Source: an optimization exercise on an open RTL-to-GDS flow (aim: small area and a short achievable clock period). Production flows keep margins and buffers that such runs may drop. No run shown here included a check of the RTL's function; only the layout flow was run.

==> flow/design.v (outline; a module is shown in full before it is edited, if it fits) <==
// module gardner_ted: 965 lines
// module loop_filter_pi: 311 lines
// module symbol_nco: 32 lines
// module timing_recovery_top: 39 lines
module timing_recovery_top (
  input  logic               clk,
  input  logic               reset_n,
  input  logic [31:0]        sample_i,     
  output logic [31:0]        sym_o,        
  output logic               sym_valid_o,
  output logic [18:0]        err_o,        
  output logic signed [11:0] ctrl_o
);
  // ...
==> flow/flow/run.sh <==
#!/bin/bash
# The standard layout (the standard.sh, unchanged synthesis and steps) with
# two make settings: the timing repair steps aim for 6.6 ns of setup slack
# (SETUP_SLACK_MARGIN=6.6), and every input and output port still gets its own
# buffer, but a buf_1 rather than the default delay buffer (BUFFER_PORTS_ARGS);
# the repair steps resize the ones on critical paths. The make output goes to
# standard_flow.log; each ORFS step also keeps its own log under orfs/logs.
set -euo pipefail
bash standard.sh SETUP_SLACK_MARGIN=6.6 "BUFFER_PORTS_ARGS=-buffer_cell sky130_fd_sc_hd__buf_1" finish > standard_flow.log 2>&1
==> flow/standard.sh <==
#!/bin/bash
# synth_recipe.tcl (not shown) runs the flow's synth.tcl, then flattens the netlist and writes it again
# the make line also repeats each setting of config.mk as NAME=value (left out here)
make -C /OpenROAD-flow-scripts/flow DESIGN_CONFIG=/design/flow/config.mk WORK_HOME=/design/flow/orfs CLKGATE_MAP_FILE= SYNTH_SCRIPT=/design/flow/synth_recipe.tcl "${@:-finish}"
==> flow/config.mk <==
export PLATFORM = sky130hd
export DESIGN_NAME = timing_recovery_top
export DESIGN_NICKNAME = timing_recovery_top
export VERILOG_FILES = /design/flow/design.v
export SDC_FILE = /design/flow/constraint.sdc
export NUM_CORES = 4
export LEC_CHECK = 0
export CAP_MARGIN = 20
export CORE_MARGIN = 2
export CORE_UTILIZATION = 40
export CTS_CLUSTER_DIAMETER = 100
export CTS_CLUSTER_SIZE = 25
export SLEW_MARGIN = 20
==> flow/constraint.sdc <==
create_clock -name core_clock -period 12.0 [get_ports {clk}]
set_input_delay 2.4000 -clock core_clock [delete_from_list [all_inputs] [get_ports {clk}]]
set_output_delay 2.4000 -clock core_clock [all_outputs]
set_load 0.01 [all_outputs]
==> impl_metrics.yaml, run 1 <==
final_layout:
  fin_util_pct: 45.7
  inv_count: 118
  nClkBuffers: 26
  seq_cell_count: 429
  reg_top3: "u_ted.dline x320, u_ted.t_q x42, u_ted.hp_q x21"
  layout.nonclk_buf_share_pct: 4.52
  stdcell_area_mm2: 0.0277
grt:
  first_global_vias: 17500
yosys:
  synthCells: 2366
  netlist_area_mm2: 0.0245
  async_reset_ff_share_pct: 0
  yosysTopAreaCellShare_pct: 33.4
  ys_top_cells_by_count: "408 x dfxtp_1, 291 x xnor2_1, 174 x a22oi_1"
routing:
  top_layer_used: "met4"
  wl_met2_um: 30000
  via_per_inst: 5.40
  firstDrtPassIters: 6
setup_path:
  r2r_start: "u_ted.t_q[9]$_DFF_P_"
  cp.arrival_ns: 3.44
  path_cells: "ha_4 > ha_4 > inv_2 > fa_2 > nor2b_2 > o21ai_2 > a21boi_2 > o21a_2 > a221o_1 > a31oi_4 > xor2_4 > clkinvlp_4 > buf_6"
placed_design:
  dp_slack_ns: 5.19
  port_buffers: 97
  dp.cells: 3165
clocking:
  root_buffer: "clkbuf_16"
run_status:
  status: "no timing/DRC/antenna violations"
timing:
  finalHoldViolCount: 0
  rsz0062_at_grt: "true"
  worst_pin_slew_ns: 0.699
  slew_headroom_pct: 52.8
  hold_ws_ns: 0.327
floorplan:
  ioPinCount: 98
  num_rows: 90
  die_x_um: 251
==> run 2: changes to the inputs <==
--- a/flow/design.v
+++ b/flow/design.v
@@ -279,110 +279,110 @@
   assign hpr231 = stb & ~hp_q[18];
   assign hpr232 = stb & ~hp_q[19];
   assign hpr233 = stb & ~hp_q[20];
   assign t236 = hpr213 ^ stb;
   assign s234 = t236 ^ neg_i[0];
   assign c235 = (hpr213 & stb) | (neg_i[0] & t236);
   assign t239 = neg_q[0] ^ pp_i0_1;
   assign s237 = t239 ^ pp_q0_107;
-  assign c238 = (neg_q[0] & pp_i0_1) | (pp_q0_107 & t239);
+  assign c238 = t239 ? pp_q0_107 : neg_q[0];
   assign t242 = hpr214 ^ pp_i0_2;
   assign s240 = t242 ^ pp_q0_108;
-  assign c241 = (hpr214 & pp_i0_2) | (pp_q0_108 & t242);
+  assign c241 = t242 ? pp_q0_108 : hpr214;
   assign s243 = c235 ^ c238;
   assign c244 = c235 & c238;
   assign t247 = hpr215 ^ neg_i[1];
   assign s245 = t247 ^ neg_q[1];
   assign c246 = (hpr215 & neg_i[1]) | (neg_q[1] & t247);
   assign t250 = pp_i0_3 ^ pp_i1_18;
   assign s248 = t250 ^ pp_q0_109;
-  assign c249 = (pp_i0_3 & pp_i1_18) | (pp_q0_109 & t250);
+  assign c249 = t250 ? pp_q0_109 : pp_i0_3;
   assign t253 = pp_q1_124 ^ s245;
   assign s251 = t253 ^ c241;
   assign c252 = t253 ? c241 : pp_q1_124;
   assign s254 = s248 ^ c244;
   assign c255 = s248 & c244;
   assign t258 = hpr216 ^ pp_i0_4;
   assign s256 = t258 ^ pp_i1_19;
-  assign c257 = (hpr216 & pp_i0_4) | (pp_i1_19 & t258);
+  assign c257 = t258 ? pp_i1_19 : hpr216;
   assign t261 = pp_q0_110 ^ pp_q1_125;
   assign s259 = t261 ^ c246;
-  assign c260 = (pp_q0_110 & pp_q1_125) | (c246 & t261);
+  assign c260 = t261 ? c246 : pp_q0_110;
   assign t264 = c249 ^ s256;
   assign s262 = t264 ^ s259;
   assign c263 = t264 ? s259 : c249;
   assign s265 = c255 ^ c252;
   assign c266 = c255 & c252;
   assign t269 = hpr217 ^ neg_i[2];
   assign s267 = t269 ^ neg_q[2];
   assign c268 = (hpr217 & neg_i[2]) | (neg_q[2] & t269);
   assign t272 = pp_i0_5 ^ pp_i1_20;
   assign s270 = t272 ^ pp_i2_35;
-  assign c271 = (pp_i0_5 & pp_i1_20) | (pp_i2_35 & t272);
+  assign c271 = t272 ? pp_i2_35 : pp_i0_5;
   assign t275 = pp_q0_111 ^ pp_q1_126;
   assign s273 = t275 ^ pp_q2_141;
-  assign c274 = (pp_q0_111 & pp_q1_126) | (pp_q2_141 & t275);
+  assign c274 = t275 ? pp_q2_141 : pp_q0_111;
   assign t278 = s267 ^ c257;
   assign s276 = t278 ^ s270;
   assign c277 = t278 ? s270 : s267;
   assign t281 = s273 ^ c260;
   assign s279 = t281 ^ s276;
   assign c280 = t281 ? s276 : s273;
   assign s282 = c266 ^ c263;
   assign c283 = c266 & c263;
   assign t286 = hpr218 ^ pp_i0_6;
   assign s284 = t286 ^ pp_i1_21;
-  assign c285 = (hpr218 & pp_i0_6) | (pp_i1_21 & t286);
+  assign c285 = t286 ? pp_i1_21 : hpr218;
   assign t289 = pp_i2_36 ^ pp_q0_112;
   assign s287 = t289 ^ pp_q1_127;
-  assign c288 = (pp_i2_36 & pp_q0_112) | (pp_q1_127 & t289);
+  assign c288 = t289 ? pp_q1_127 : pp_i2_36;
   assign t292 = pp_q2_142 ^ c268;
   assign s290 = t292 ^ c271;
   assign c291 = t292 ? c271 : pp_q2_142;
   assign t295 = c274 ^ s284;
   assign s293 = t295 ^ s287;
   assign c294 = t295 ? s287 : c274;
   assign t298 = c277 ^ s290;
   assign s296 = t298 ^ s293;
   assign c297 = t298 ? s293 : c277;
   assign s299 = c283 ^ c280;
   assign c300 = c283 & c280;
   assign t303 = hpr219 ^ neg_i[3];
   assign s301 = t303 ^ neg_q[3];
   assign c302 = (hpr219 & neg_i[3]) | (neg_q[3] & t303);
   assign t306 = pp_i0_7 ^ pp_i1_22;
   assign s304 = t306 ^ pp_i2_37;
-  assign c305 = (pp_i0_7 & pp_i1_22) | (pp_i2_37 & t306);
+  assign c305 = t306 ? pp_i2_37 : pp_i0_7;
   assign t309 = pp_i3_52 ^ pp_q0_113;
   assign s307 = t309 ^ pp_q1_128;
-  assign c308 = (pp_i3_52 & pp_q0_113) | (pp_q1_128 & t309);
+  assign c308 = t309 ? pp_q1_128 : pp_i3_52;
   assign t312 = pp_q2_143 ^ pp_q3_158;
   assign s310 = t312 ^ s301;
-  assign c311 = (pp_q2_143 & pp_q3_158) | (s301 & t312);
+  assign c311 = t312 ? s301 : pp_q2_143;
   assign t315 = c285 ^ c288;
   assign s313 = t315 ^ s304;
   assign c314 = t315 ? s304 : c285;
   assign t318 = s307 ^ s310;
   assign s316 = t318 ^ c291;
   assign c317 = t318 ? c291 : s307;
   assign t321 = c294 ^ s313;
   assign s319 = t321 ^ s316;
   assign c320 = t321 ? s316 : c294;
   assign s322 = c297 ^ c300;
   assign c323 = c297 & c300;
   assign t326 = hpr220 ^ pp_i0_8;
   assign s324 = t326 ^ pp_i1_23;
-  assign c325 = (hpr220 & pp_i0_8) | (pp_i1_23 & t326);
+  assign c325 = t326 ? pp_i1_23 : hpr220;
   assign t329 = pp_i2_38 ^ pp_i3_53;
   assign s327 = t329 ^ pp_q0_114;
-  assign c328 = (pp_i2_38 & pp_i3_53) | (pp_q0_114 & t329);
+  assign c328 = t329 ? pp_q0_114 : pp_i2_38;
   assign t332 = pp_q1_129 ^ pp_q2_144;
   assign s330 = t332 ^ pp_q3_159;
-  assign c331 = (pp_q1_129 & pp_q2_144) | (pp_q3_159 & t332);
+  assign c331 = t332 ? pp_q3_159 : pp_q1_129;
   assign t335 = c302 ^ c305;
   assign s333 = t335 ^ c308;
   assign c334 = t335 ? c308 : c302;
   assign t338 = s324 ^ s327;
   assign s336 = t338 ^ s330;
   assign c337 = t338 ? s330 : s324;
   assign t341 = c311 ^ c314;
   assign s339 = t341 ^ s333;
@@ -392,23 +392,23 @@
   assign c343 = t344 ? s339 : s336;
   assign s345 = c320 ^ c323;
   assign c346 = c320 & c323;
   assign t349 = hpr221 ^ neg_i[4];
   assign s347 = t349 ^ neg_q[4];
   assign c348 = (hpr221 & neg_i[4]) | (neg_q[4] & t349);
   assign t352 = pp_i0_9 ^ pp_i1_24;
   assign s350 = t352 ^ pp_i2_39;
-  assign c351 = (pp_i0_9 & pp_i1_24) | (pp_i2_39 & t352);
+  assign c351 = t352 ? pp_i2_39 : pp_i0_9;
   assign t355 = pp_i3_54 ^ pp_i4_67;
   assign s353 = t355 ^ pp_q0_115;
-  assign c354 = (pp_i3_54 & pp_i4_67) | (pp_q0_115 & t355);
+  assign c354 = t355 ? pp_q0_115 : pp_i3_54;
   assign t358 = pp_q1_130 ^ pp_q2_145;
   assign s356 = t358 ^ pp_q3_160;
-  assign c357 = (pp_q1_130 & pp_q2_145) | (pp_q3_160 & t358);
+  assign c357 = t358 ? pp_q3_160 : pp_q1_130;
   assign t361 = pp_q4_173 ^ s347;
   assign s359 = t361 ^ c325;
   assign c360 = t361 ? c325 : pp_q4_173;
   assign t364 = c328 ^ c331;
   assign s362 = t364 ^ s350;
   assign c363 = t364 ? s350 : c328;
   assign t367 = s353 ^ s356;
   assign s365 = t367 ^ c334;
@@ -418,26 +418,26 @@
   assign c369 = t370 ? s362 : c337;
   assign t373 = c340 ^ s365;
   assign s371 = t373 ^ s368;
   assign c372 = t373 ? s368 : c340;
   assign s374 = c343 ^ c346;
   assign c375 = c343 & c346;
   assign t378 = hpr222 ^ pp_i0_10;
   assign s376 = t378 ^ pp_i1_25;
-  assign c377 = (hpr222 & pp_i0_10) | (pp_i1_25 & t378);
+  assign c377 = t378 ? pp_i1_25 : hpr222;
   assign t381 = pp_i2_40 ^ pp_i3_55;
   assign s379 = t381 ^ pp_i4_68;
-  assign c380 = (pp_i2_40 & pp_i3_55) | (pp_i4_68 & t381);
+  assign c380 = t381 ? pp_i4_68 : pp_i2_40;
   assign t384 = pp_q0_116 ^ pp_q1_131;
   assign s382 = t384 ^ pp_q2_146;
-  assign c383 = (pp_q0_116 & pp_q1_131) | (pp_q2_146 & t384);
+  assign c383 = t384 ? pp_q2_146 : pp_q0_116;
   assign t387 = pp_q3_161 ^ pp_q4_174;
   assign s385 = t387 ^ c348;
-  assign c386 = (pp_q3_161 & pp_q4_174) | (c348 & t387);
+  assign c386 = t387 ? c348 : pp_q3_161;
   assign t390 = c351 ^ c354;
   assign s388 = t390 ^ c357;
   assign c389 = t390 ? c357 : c351;
   assign t393 = s376 ^ s379;
   assign s391 = t393 ^ s382;
   assign c392 = t393 ? s382 : s376;
   assign t396 = s385 ^ c360;
   assign s394 = t396 ^ c363;
@@ -450,26 +450,26 @@
   assign c401 = t402 ? s397 : c369;
   assign s403 = c372 ^ c375;
   assign c404 = c372 & c375;
   assign t407 = hpr223 ^ neg_i[5];
   assign s405 = t407 ^ neg_q[5];
   assign c406 = (hpr223 & neg_i[5]) | (neg_q[5] & t407);
   assign t410 = pp_i0_11 ^ pp_i1_26;
   assign s408 = t410 ^ pp_i2_41;
-  assign c409 = (pp_i0_11 & pp_i1_26) | (pp_i2_41 & t410);
+  assign c409 = t410 ? pp_i2_41 : pp_i0_11;
   assign t413 = pp_i3_56 ^ pp_i4_69;
   assign s411 = t413 ^ pp_i5_80;
-  assign c412 = (pp_i3_56 & pp_i4_69) | (pp_i5_80 & t413);
+  assign c412 = t413 ? pp_i5_80 : pp_i3_56;
   assign t416 = pp_q0_117 ^ pp_q1_132;
   assign s414 = t416 ^ pp_q2_147;
-  assign c415 = (pp_q0_117 & pp_q1_132) | (pp_q2_147 & t416);
+  assign c415 = t416 ? pp_q2_147 : pp_q0_117;
   assign t419 = pp_q3_162 ^ pp_q4_175;
   assign s417 = t419 ^ pp_q5_186;
-  assign c418 = (pp_q3_162 & pp_q4_175) | (pp_q5_186 & t419);
+  assign c418 = t419 ? pp_q5_186 : pp_q3_162;
   assign t422 = s405 ^ c377;
   assign s420 = t422 ^ c380;
   assign c421 = t422 ? c380 : s405;
   assign t425 = c383 ^ s408;
   assign s423 = t425 ^ s411;
   assign c424 = t425 ? s411 : c383;
   assign t428 = s414 ^ s417;
   assign s426 = t428 ^ c386;
@@ -482,26 +482,26 @@
   assign c433 = t434 ? c395 : s423;
   assign t437 = s429 ^ c398;
   assign s435 = t437 ^ s432;
   assign c436 = t437 ? s432 : s429;
   assign s438 = c401 ^ c404;
   assign c439 = c401 & c404;
   assign t442 = hpr224 ^ pp_i0_12;
   assign s440 = t442 ^ pp_i1_27;
-  assign c441 = (hpr224 & pp_i0_12) | (pp_i1_27 & t442);
+  assign c441 = t442 ? pp_i1_27 : hpr224;
   assign t445 = pp_i2_42 ^ pp_i3_57;
   assign s443 = t445 ^ pp_i4_70;
-  assign c444 = (pp_i2_42 & pp_i3_57) | (pp_i4_70 & t445);
+  assign c444 = t445 ? pp_i4_70 : pp_i2_42;
   assign t448 = pp_i5_81 ^ pp_q0_118;
   assign s446 = t448 ^ pp_q1_133;
-  assign c447 = (pp_i5_81 & pp_q0_118) | (pp_q1_133 & t448);
+  assign c447 = t448 ? pp_q1_133 : pp_i5_81;
   assign t451 = pp_q2_148 ^ pp_q3_163;
   assign s449 = t451 ^ pp_q4_176;
-  assign c450 = (pp_q2_148 & pp_q3_163) | (pp_q4_176 & t451);
+  assign c450 = t451 ? pp_q4_176 : pp_q2_148;
   assign t454 = pp_q5_187 ^ c406;
   assign s452 = t454 ^ c409;
   assign c453 = t454 ? c409 : pp_q5_187;
   assign t457 = c412 ^ c415;
   assign s455 = t457 ^ c418;
   assign c456 = t457 ? c418 : c412;
   assign t460 = s440 ^ s443;
   assign s458 = t460 ^ s446;
@@ -520,29 +520,29 @@
   assign c471 = t472 ? s467 : s464;
   assign s473 = c436 ^ s470;
   assign c474 = c436 & s470;
   assign t477 = hpr225 ^ neg_i[6];
   assign s475 = t477 ^ neg_q[6];
   assign c476 = (hpr225 & neg_i[6]) | (neg_q[6] & t477);
   assign t480 = pp_i0_13 ^ pp_i1_28;
   assign s478 = t480 ^ pp_i2_43;
-  assign c479 = (pp_i0_13 & pp_i1_28) | (pp_i2_43 & t480);
+  assign c479 = t480 ? pp_i2_43 : pp_i0_13;
   assign t483 = pp_i3_58 ^ pp_i4_71;
   assign s481 = t483 ^ pp_i5_82;
-  assign c482 = (pp_i3_58 & pp_i4_71) | (pp_i5_82 & t483);
+  assign c482 = t483 ? pp_i5_82 : pp_i3_58;
   assign t486 = pp_i6_91 ^ pp_q0_119;
   assign s484 = t486 ^ pp_q1_134;
-  assign c485 = (pp_i6_91 & pp_q0_119) | (pp_q1_134 & t486);
+  assign c485 = t486 ? pp_q1_134 : pp_i6_91;
   assign t489 = pp_q2_149 ^ pp_q3_164;
   assign s487 = t489 ^ pp_q4_177;
-  assign c488 = (pp_q2_149 & pp_q3_164) | (pp_q4_177 & t489);
+  assign c488 = t489 ? pp_q4_177 : pp_q2_149;
   assign t492 = pp_q5_188 ^ pp_q6_197;
   assign s490 = t492 ^ s475;
-  assign c491 = (pp_q5_188 & pp_q6_197) | (s475 & t492);
+  assign c491 = t492 ? s475 : pp_q5_188;
   assign t495 = c441 ^ c444;
   assign s493 = t495 ^ c447;
   assign c494 = t495 ? c447 : c441;
   assign t498 = c450 ^ s478;
   assign s496 = t498 ^ s481;
   assign c497 = t498 ? s481 : c450;
   assign t501 = s484 ^ s487;
   assign s499 = t501 ^ s490;
@@ -558,29 +558,29 @@
   assign c509 = t510 ? s502 : c462;
   assign t513 = s505 ^ c468;
   assign s511 = t513 ^ s508;
   assign c512 = t513 ? s508 : s505;
   assign s514 = c471 ^ s511;
   assign c515 = c471 & s511;
   assign t518 = hpr226 ^ pp_i0_14;
   assign s516 = t518 ^ pp_i1_29;
-  assign c517 = (hpr226 & pp_i0_14) | (pp_i1_29 & t518);
+  assign c517 = t518 ? pp_i1_29 : hpr226;
   assign t521 = pp_i2_44 ^ pp_i3_59;
   assign s519 = t521 ^ pp_i4_72;
-  assign c520 = (pp_i2_44 & pp_i3_59) | (pp_i4_72 & t521);
+  assign c520 = t521 ? pp_i4_72 : pp_i2_44;
   assign t524 = pp_i5_83 ^ pp_i6_92;
   assign s522 = t524 ^ pp_q0_120;
-  assign c523 = (pp_i5_83 & pp_i6_92) | (pp_q0_120 & t524);
+  assign c523 = t524 ? pp_q0_120 : pp_i5_83;
   assign t527 = pp_q1_135 ^ pp_q2_150;
   assign s525 = t527 ^ pp_q3_165;
-  assign c526 = (pp_q1_135 & pp_q2_150) | (pp_q3_165 & t527);
+  assign c526 = t527 ? pp_q3_165 : pp_q1_135;
   assign t530 = pp_q4_178 ^ pp_q5_189;
   assign s528 = t530 ^ pp_q6_198;
-  assign c529 = (pp_q4_178 & pp_q5_189) | (pp_q6_198 & t530);
+  assign c529 = t530 ? pp_q6_198 : pp_q4_178;
   assign t533 = c476 ^ c479;
   assign s531 = t533 ^ c482;
   assign c532 = t533 ? c482 : c476;
   assign t536 = c485 ^ c488;
   assign s534 = t536 ^ s516;
   assign c535 = t536 ? s516 : c485;
   assign t539 = s519 ^ s522;
   assign s537 = t539 ^ s525;
@@ -602,29 +602,29 @@
   assign c553 = t554 ? s549 : c509;
   assign s555 = c512 ^ c515;
   assign c556 = c512 & c515;
   assign t559 = hpr227 ^ neg_i[7];
   assign s557 = t559 ^ neg_q[7];
   assign c558 = (hpr227 & neg_i[7]) | (neg_q[7] & t559);
   assign t562 = pp_i0_15 ^ pp_i1_30;
   assign s560 = t562 ^ pp_i2_45;
-  assign c561 = (pp_i0_15 & pp_i1_30) | (pp_i2_45 & t562);
+  assign c561 = t562 ? pp_i2_45 : pp_i0_15;
   assign t565 = pp_i3_60 ^ pp_i4_73;
   assign s563 = t565 ^ pp_i5_84;
-  assign c564 = (pp_i3_60 & pp_i4_73) | (pp_i5_84 & t565);
+  assign c564 = t565 ? pp_i5_84 : pp_i3_60;
   assign t568 = pp_i6_93 ^ pp_i7_100;
   assign s566 = t568 ^ pp_q0_121;
-  assign c567 = (pp_i6_93 & pp_i7_100) | (pp_q0_121 & t568);
+  assign c567 = t568 ? pp_q0_121 : pp_i6_93;
   assign t571 = pp_q1_136 ^ pp_q2_151;
   assign s569 = t571 ^ pp_q3_166;
-  assign c570 = (pp_q1_136 & pp_q2_151) | (pp_q3_166 & t571);
+  assign c570 = t571 ? pp_q3_166 : pp_q1_136;
   assign t574 = pp_q4_179 ^ pp_q5_190;
   assign s572 = t574 ^ pp_q6_199;
-  assign c573 = (pp_q4_179 & pp_q5_190) | (pp_q6_199 & t574);
+  assign c573 = t574 ? pp_q6_199 : pp_q4_179;
   assign t577 = pp_q7_206 ^ s557;
   assign s575 = t577 ^ c517;
   assign c576 = t577 ? c517 : pp_q7_206;
   assign t580 = c520 ^ c523;
   assign s578 = t580 ^ c526;
   assign c579 = t580 ? c526 : c520;
   assign t583 = c529 ^ s560;
   assign s581 = t583 ^ s563;
@@ -646,32 +646,32 @@
   assign c597 = t598 ? c547 : s587;
   assign t601 = s593 ^ c550;
   assign s599 = t601 ^ s596;
   assign c600 = t601 ? s596 : s593;
   assign s602 = c553 ^ s599;
   assign c603 = c553 & s599;
   assign t606 = hpr228 ^ pp_i0_16;
   assign s604 = t606 ^ pp_i1_31;
-  assign c605 = (hpr228 & pp_i0_16) | (pp_i1_31 & t606);
+  assign c605 = t606 ? pp_i1_31 : hpr228;
   assign t609 = pp_i2_46 ^ pp_i3_61;
   assign s607 = t609 ^ pp_i4_74;
-  assign c608 = (pp_i2_46 & pp_i3_61) | (pp_i4_74 & t609);
+  assign c608 = t609 ? pp_i4_74 : pp_i2_46;
   assign t612 = pp_i5_85 ^ pp_i6_94;
   assign s610 = t612 ^ pp_i7_101;
-  assign c611 = (pp_i5_85 & pp_i6_94) | (pp_i7_101 & t612);
+  assign c611 = t612 ? pp_i7_101 : pp_i5_85;
   assign t615 = pp_q0_122 ^ pp_q1_137;
   assign s613 = t615 ^ pp_q2_152;
-  assign c614 = (pp_q0_122 & pp_q1_137) | (pp_q2_152 & t615);
+  assign c614 = t615 ? pp_q2_152 : pp_q0_122;
   assign t618 = pp_q3_167 ^ pp_q4_180;
   assign s616 = t618 ^ pp_q5_191;
-  assign c617 = (pp_q3_167 & pp_q4_180) | (pp_q5_191 & t618);
+  assign c617 = t618 ? pp_q5_191 : pp_q3_167;
   assign t621 = pp_q6_200 ^ pp_q7_207;
   assign s619 = t621 ^ c558;
-  assign c620 = (pp_q6_200 & pp_q7_207) | (c558 & t621);
+  assign c620 = t621 ? c558 : pp_q6_200;
   assign t624 = c561 ^ c564;
   assign s622 = t624 ^ c567;
   assign c623 = t624 ? c567 : c561;
   assign t627 = c570 ^ c573;
   assign s625 = t627 ^ s604;
   assign c626 = t627 ? s604 : c570;
   assign t630 = s607 ^ s610;
   assign s628 = t630 ^ s613;
@@ -693,29 +693,29 @@
   assign c644 = t645 ? c594 : s634;
   assign t648 = s640 ^ c597;
   assign s646 = t648 ^ s643;
   assign c647 = t648 ? s643 : s640;
   assign s649 = c600 ^ s646;
   assign c650 = c600 & s646;
   assign t653 = hpr229 ^ pp_i0_17;
   assign s651 = t653 ^ pp_i1_32;
-  assign c652 = (hpr229 & pp_i0_17) | (pp_i1_32 & t653);
+  assign c652 = t653 ? pp_i1_32 : hpr229;
   assign t656 = pp_i2_47 ^ pp_i3_62;
   assign s654 = t656 ^ pp_i4_75;
-  assign c655 = (pp_i2_47 & pp_i3_62) | (pp_i4_75 & t656);
+  assign c655 = t656 ? pp_i4_75 : pp_i2_47;
   assign t659 = pp_i5_86 ^ pp_i6_95;
   assign s657 = t659 ^ pp_i7_102;
-  assign c658 = (pp_i5_86 & pp_i6_95) | (pp_i7_102 & t659);
+  assign c658 = t659 ? pp_i7_102 : pp_i5_86;
   assign t662 = pp_q0_123 ^ pp_q1_138;
   assign s660 = t662 ^ pp_q2_153;
-  assign c661 = (pp_q0_123 & pp_q1_138) | (pp_q2_153 & t662);
+  assign c661 = t662 ? pp_q2_153 : pp_q0_123;
   assign t665 = pp_q3_168 ^ pp_q4_181;
   assign s663 = t665 ^ pp_q5_192;
-  assign c664 = (pp_q3_168 & pp_q4_181) | (pp_q5_192 & t665);
+  assign c664 = t665 ? pp_q5_192 : pp_q3_168;
   assign t668 = pp_q6_201 ^ pp_q7_208;
   assign s666 = t668 ^ c605;
   assign c667 = t668 ? c605 : pp_q6_201;
   assign t671 = c608 ^ c611;
   assign s669 = t671 ^ c614;
   assign c670 = t671 ? c614 : c608;
   assign t674 = c617 ^ s651;
   assign s672 = t674 ^ s654;
@@ -742,26 +742,26 @@
   assign s693 = t695 ^ s690;
   assign c694 = t695 ? s690 : s687;
   assign s696 = c647 ^ s693;
   assign c697 = c647 & s693;
   assign s698 = ~(hpr230 ^ pp_i1_33);
   assign c699 = hpr230 | pp_i1_33;
   assign t702 = pp_i2_48 ^ pp_i3_63;
   assign s700 = t702 ^ pp_i4_76;
-  assign c701 = (pp_i2_48 & pp_i3_63) | (pp_i4_76 & t702);
+  assign c701 = t702 ? pp_i4_76 : pp_i2_48;
   assign t705 = pp_i5_87 ^ pp_i6_96;
   assign s703 = t705 ^ pp_i7_103;
-  assign c704 = (pp_i5_87 & pp_i6_96) | (pp_i7_103 & t705);
+  assign c704 = t705 ? pp_i7_103 : pp_i5_87;
   assign t708 = pp_q1_139 ^ pp_q2_154;
   assign s706 = t708 ^ pp_q3_169;
-  assign c707 = (pp_q1_139 & pp_q2_154) | (pp_q3_169 & t708);
+  assign c707 = t708 ? pp_q3_169 : pp_q1_139;
   assign t711 = pp_q4_182 ^ pp_q5_193;
   assign s709 = t711 ^ pp_q6_202;
-  assign c710 = (pp_q4_182 & pp_q5_193) | (pp_q6_202 & t711);
+  assign c710 = t711 ? pp_q6_202 : pp_q4_182;
   assign t714 = pp_q7_209 ^ c652;
   assign s712 = t714 ^ c655;
   assign c713 = t714 ? c655 : pp_q7_209;
   assign t717 = c658 ^ c661;
   assign s715 = t717 ^ c664;
   assign c716 = t717 ? c664 : c658;
   assign t720 = s698 ^ s700;
   assign s718 = t720 ^ s703;
@@ -786,26 +786,26 @@
   assign c737 = t738 ? s733 : c688;
   assign t741 = c691 ^ s736;
   assign s739 = t741 ^ c694;
   assign c740 = t741 ? c694 : c691;
   assign s742 = ~(hpr231 ^ pp_i1_34);
   assign c743 = hpr231 | pp_i1_34;
   assign t746 = pp_i2_49 ^ pp_i3_64;
   assign s744 = t746 ^ pp_i4_77;
-  assign c745 = (pp_i2_49 & pp_i3_64) | (pp_i4_77 & t746);
+  assign c745 = t746 ? pp_i4_77 : pp_i2_49;
   assign t749 = pp_i5_88 ^ pp_i6_97;
   assign s747 = t749 ^ pp_i7_104;
-  assign c748 = (pp_i5_88 & pp_i6_97) | (pp_i7_104 & t749);
+  assign c748 = t749 ? pp_i7_104 : pp_i5_88;
   assign t752 = pp_q1_140 ^ pp_q2_155;
   assign s750 = t752 ^ pp_q3_170;
-  assign c751 = (pp_q1_140 & pp_q2_155) | (pp_q3_170 & t752);
+  assign c751 = t752 ? pp_q3_170 : pp_q1_140;
   assign t755 = pp_q4_183 ^ pp_q5_194;
   assign s753 = t755 ^ pp_q6_203;
-  assign c754 = (pp_q4_183 & pp_q5_194) | (pp_q6_203 & t755);
+  assign c754 = t755 ? pp_q6_203 : pp_q4_183;
   assign t758 = pp_q7_210 ^ c699;
   assign s756 = t758 ^ c701;
   assign c757 = t758 ? c701 : pp_q7_210;
   assign t761 = c704 ^ c707;
   assign s759 = t761 ^ c710;
   assign c760 = t761 ? c710 : c704;
   assign t764 = s742 ^ s744;
   assign s762 = t764 ^ s747;
@@ -827,26 +827,26 @@
   assign c778 = t779 ? s771 : s768;
   assign t782 = s774 ^ c734;
   assign s780 = t782 ^ s777;
   assign c781 = t782 ? s777 : s774;
   assign s783 = c737 ^ s780;
   assign c784 = c737 & s780;
   assign t787 = hpr232 ^ pp_i2_50;
   assign s785 = t787 ^ pp_i3_65;
-  assign c786 = (hpr232 & pp_i2_50) | (pp_i3_65 & t787);
+  assign c786 = t787 ? pp_i3_65 : hpr232;
   assign t790 = pp_i4_78 ^ pp_i5_89;
   assign s788 = t790 ^ pp_i6_98;
-  assign c789 = (pp_i4_78 & pp_i5_89) | (pp_i6_98 & t790);
+  assign c789 = t790 ? pp_i6_98 : pp_i4_78;
   assign t793 = pp_i7_105 ^ pp_q2_156;
   assign s791 = t793 ^ pp_q3_171;
-  assign c792 = (pp_i7_105 & pp_q2_156) | (pp_q3_171 & t793);
+  assign c792 = t793 ? pp_q3_171 : pp_i7_105;
   assign t796 = pp_q4_184 ^ pp_q5_195;
   assign s794 = t796 ^ pp_q6_204;
-  assign c795 = (pp_q4_184 & pp_q5_195) | (pp_q6_204 & t796);
+  assign c795 = t796 ? pp_q6_204 : pp_q4_184;
   assign t799 = pp_q7_211 ^ c743;
   assign s797 = t799 ^ c745;
   assign c798 = t799 ? c745 : pp_q7_211;
   assign t802 = c748 ^ c751;
   assign s800 = t802 ^ c754;
   assign c801 = t802 ? c754 : c748;
   assign t805 = s785 ^ s788;
   assign s803 = t805 ^ s791;
==> impl_metrics.yaml, run 2 <==
run_status:
  status: "no timing/DRC/antenna violations"
grt:
  grt-ovfl-total: 0
  track_usage_pct: 21.2
  grt_pass1_wl_um: 118000
  first_global_vias: 20600
  grt_max_degree: 39
  antenna_found_initial: 0
yosys:
  synth-seq-cells: 429
  synth_cell_types: 104
  synthCells: 2829
  synth_edf_count: 21
  yosysTopAreaCellShare_pct: 30.6
  synthFlopType: "dfxtp_1"
  yosysSeqAreaShare_pct: 33.0
  yosysTopAreaCell: "dfxtp_1"
  syn_area_per_cell_um2: 9.43
  netlist_area_mm2: 0.0267
  ys_top_cells_by_area: "dfxtp_1 31%, xnor2_1 12%, ha_1 6.1%"
  syn-num-nets: 3023
  async_reset_ff_share_pct: 0
  yosys_warnings: 4
  ys_top_cells_by_count: "408 x dfxtp_1, 379 x xnor2_1, 203 x nand2_1"
  synth_most_common_cell: "dfxtp_1"
setup_path:
  path_max_fanout: 2
  endpoint_kind: "output pin"
  cpPeakStageDelay_ns: 0.34
  worstPathRequired_ns: 9.60
  crit_buf_inv: 3
  critPathLaunchType: "register"
  crit_path_frequent_cell: "a21oi_2"
  critical-path-top-delay-family: "compound AO/OA/AOI/OAI gates"
  crit_slowest_cell: "dfxtp_2"
  path_cells: "ha_4 > ha_4 > buf_4 > a21o_1 > a21oi_2 > o21ai_1 > a21oi_2 > o21ai_1 > a21oi_2 > nand2b_1 > a21boi_2 > o41ai_4 > xor2_2 > clkinv_2 > buf_6"
  cp.arrival_ns: 3.35
  critPathKind: "reg -> out"
timing:
  setup-violations-final: 0
  slew_violations: 0
  rsz0062_at_grt: "true"
  clock.fmax_mhz: 174
  finalHoldViolCount: 0
  timing.final.crit_period_ns: 5.75
  slew_headroom_pct: 39.3
  period_share_pct: 48.0
  skew_ns: 0.0273
  worst_slack_ns: 6.25
  fin_setup_tns_ns: 0
  worst_pin_slew_ns: 0.902
hold_path:
  min_path_type: "reg -> reg"
clocking:
  h-tree-depth: 1
  cts_tree: "done"
  root_buffer: "clkbuf_16"
  clkTransAtPathRegs_ns: 0.09
  cts_sinks: 429
  cts_buffers: 28
  clock_latency_ns: 0.62
  cts_hold_buf: 0
  clockBufferDepth: 3
routing:
  drc: 0
  vias: 21600
  drt_iter0_drc: 1619
  wl_per_cell_um: 20.3
  ant_nets: 0
  via_per_inst: 5.69
  totalWireLength_um: 76900
  firstDrtPassIters: 6
floorplan:
  initial_core_util_pct: 40.5
  num_rows: 94
  dieArea_mm2: 0.0688
  coreArea_mm2: 0.0659
  ioPinCount: 98
  die_x_um: 262
  dieHeight_um: 262
placed_design:
  port_buffers: 97
  dp_slack_ns: 5.36
  dp_hpwl_um: 55900
  gp_congestion: 0.919
final_layout:
  layout_common_cells: "399 x dfxtp_1, 357 x xnor2_1, 198 x nand2_1, 124 x inv_1, 119 x nor2_1"
  n_antenna_cell: 0
  fillCellCount: 6202
  final_common_cell: "dfxtp_1"
  layout-drive-gt1-share_pct: 16.8
  largest_reg_flops: 320
  synthToLayoutAreaGrowth_pct: 15.9
  top_register: "u_ted.dline"
  reg_top3: "u_ted.dline x320, u_ted.t_q x42, u_ted.hp_q x21"
  nNetsFinal: 3112
job:
  cap_viol_max_count: 0
==> run 2: cell count changes after synthesis, sizes merged, moves of 31 or more <==
cell,change
nand2,+106
xnor2,+85
xor2,-75
a22oi,-74
a21oi,+72
maj3,+45
a221oi,+77
a221o,+31
fa,-67
nor2,+44
==> run 2: metal layers <==
metal  GRT usage, %  up-vias  part of all wire (%)
li1               -    10200                     -
met1           29.1    10500                    45
met2           35.3      728                    47
met3           2.44      102                   5.6
met4           5.59        0                   2.6
met5              0        -                     0
==> run 2: kinds of logic after synthesis <==
group / Yosys count / synth area share [%]
compound gates: 706 / 19.2
xor+xnor: 491 / 17.1
fa+ha+maj: 294 / 13.5
buf+inv: 313 / 4.99
flops: 429 / 33.0
mux: 66 / 2.91
simple gates: 530 / 9.33
==> run 2: stage by stage <==
step / std cells / utilization, % / hold WS (ns) / instance area, um^2
floorplan: 2829 / - / 0.310 / 26900
global placement: 3669 / 42.2 / 0.310 / 27800
detailed placement: 3669 / 42.2 / 0.312 / 27800
CTS: 3766 / 45.3 / 0.328 / 29800
global route: 3795 / 46.9 / 0.337 / 30900
finish: 3795 / 46.9 / 0.325 / 30900
==> run 2: path summary, 6_finish.rpt <==
kind	to	start	slack (ns)	cells after the start
hold / removal	u_ted.dline[3][17]$_DFF_P_	u_ted.dline[2][17]$_DFF_P_	0.33	0
setup reg to reg	u_lf.ctrl_q[6]$_SDFFE_PN0P_	u_ted.t_q[8]$_DFF_P_	6.35	31
setup / recovery	err_o[17]	u_ted.t_q[9]$_DFF_P_	6.25	15
hold reg to reg	u_ted.dline[3][17]$_DFF_P_	u_ted.dline[2][17]$_DFF_P_	0.33	0
==> run 2: final cells by class <==
| type | instances | area [um^2] | area share [%] |
|---|---|---|---|
| Clock buffer | 29 | 704 | 2.28 |
| Clock inverter | 14 | 295 | 0.955 |
| Tap cell | 864 | 1080 | 3.50 |
| Multi-Input combinational cell | 2087 | 17800 | 57.6 |
| Inverter | 147 | 571 | 1.85 |
| Timing Repair Buffer | 224 | 1620 | 5.25 |
| Sequential cell | 429 | 8810 | 28.5 |
| Timing Repair inverter | 1 | 5.00 | 0.0162 |
==> run 2: worst register-to-register path: cells and delay by family, from the launching register on <==
family                   cells  cell delay, ns
AND/OR/NAND/NOR              3            0.26
AO/OA/AOI/OAI               13            2.12
adder cells (fa/ha/maj)      7            2.13
buffers and inverters        8            0.70
flip-flops                   1            0.34
==> run 2: repair_timing <==
action,in CTS,in global routing
setup endpoints to repair,68,51
cloned,1,2
pin swaps,33,74
resized for setup,153,170
setup buffers,53,27

==> afterwards: timing with drivers on the ports <==
In the flow no input, the clock included, has a driving cell. The finished layouts below were timed again as built, in two steps. Step 1 (the two cells are an assumption about what drives the block):
set clk [get_ports {clk}]
set_driving_cell -lib_cell sky130_fd_sc_hd__clkbuf_16 $clk
set_driving_cell -lib_cell sky130_fd_sc_hd__buf_2 [delete_from_list [all_inputs] $clk]
Step 2 times the ports against the registers' clock, not the clock port: input delays grow and output delays shrink by t, the midpoint of the rising clock arrivals with the driver on. Three values: no drivers, after step 1, after step 2; two values: the first two.
| run | t, ns | setup slack, ns | worst setup path at the end |
|---|---|---|---|
| run 1 | 0.633 | 6.157 / 6.098 / 5.920 | input to register |
| run 2 | 0.667 | 6.246 / 6.184 / 6.030 | input to register |
After both steps every run listed still meets setup and hold. The setup slack of run 1, which loses most, moves by -0.059 ns with the drivers and by -0.237 ns with both steps.
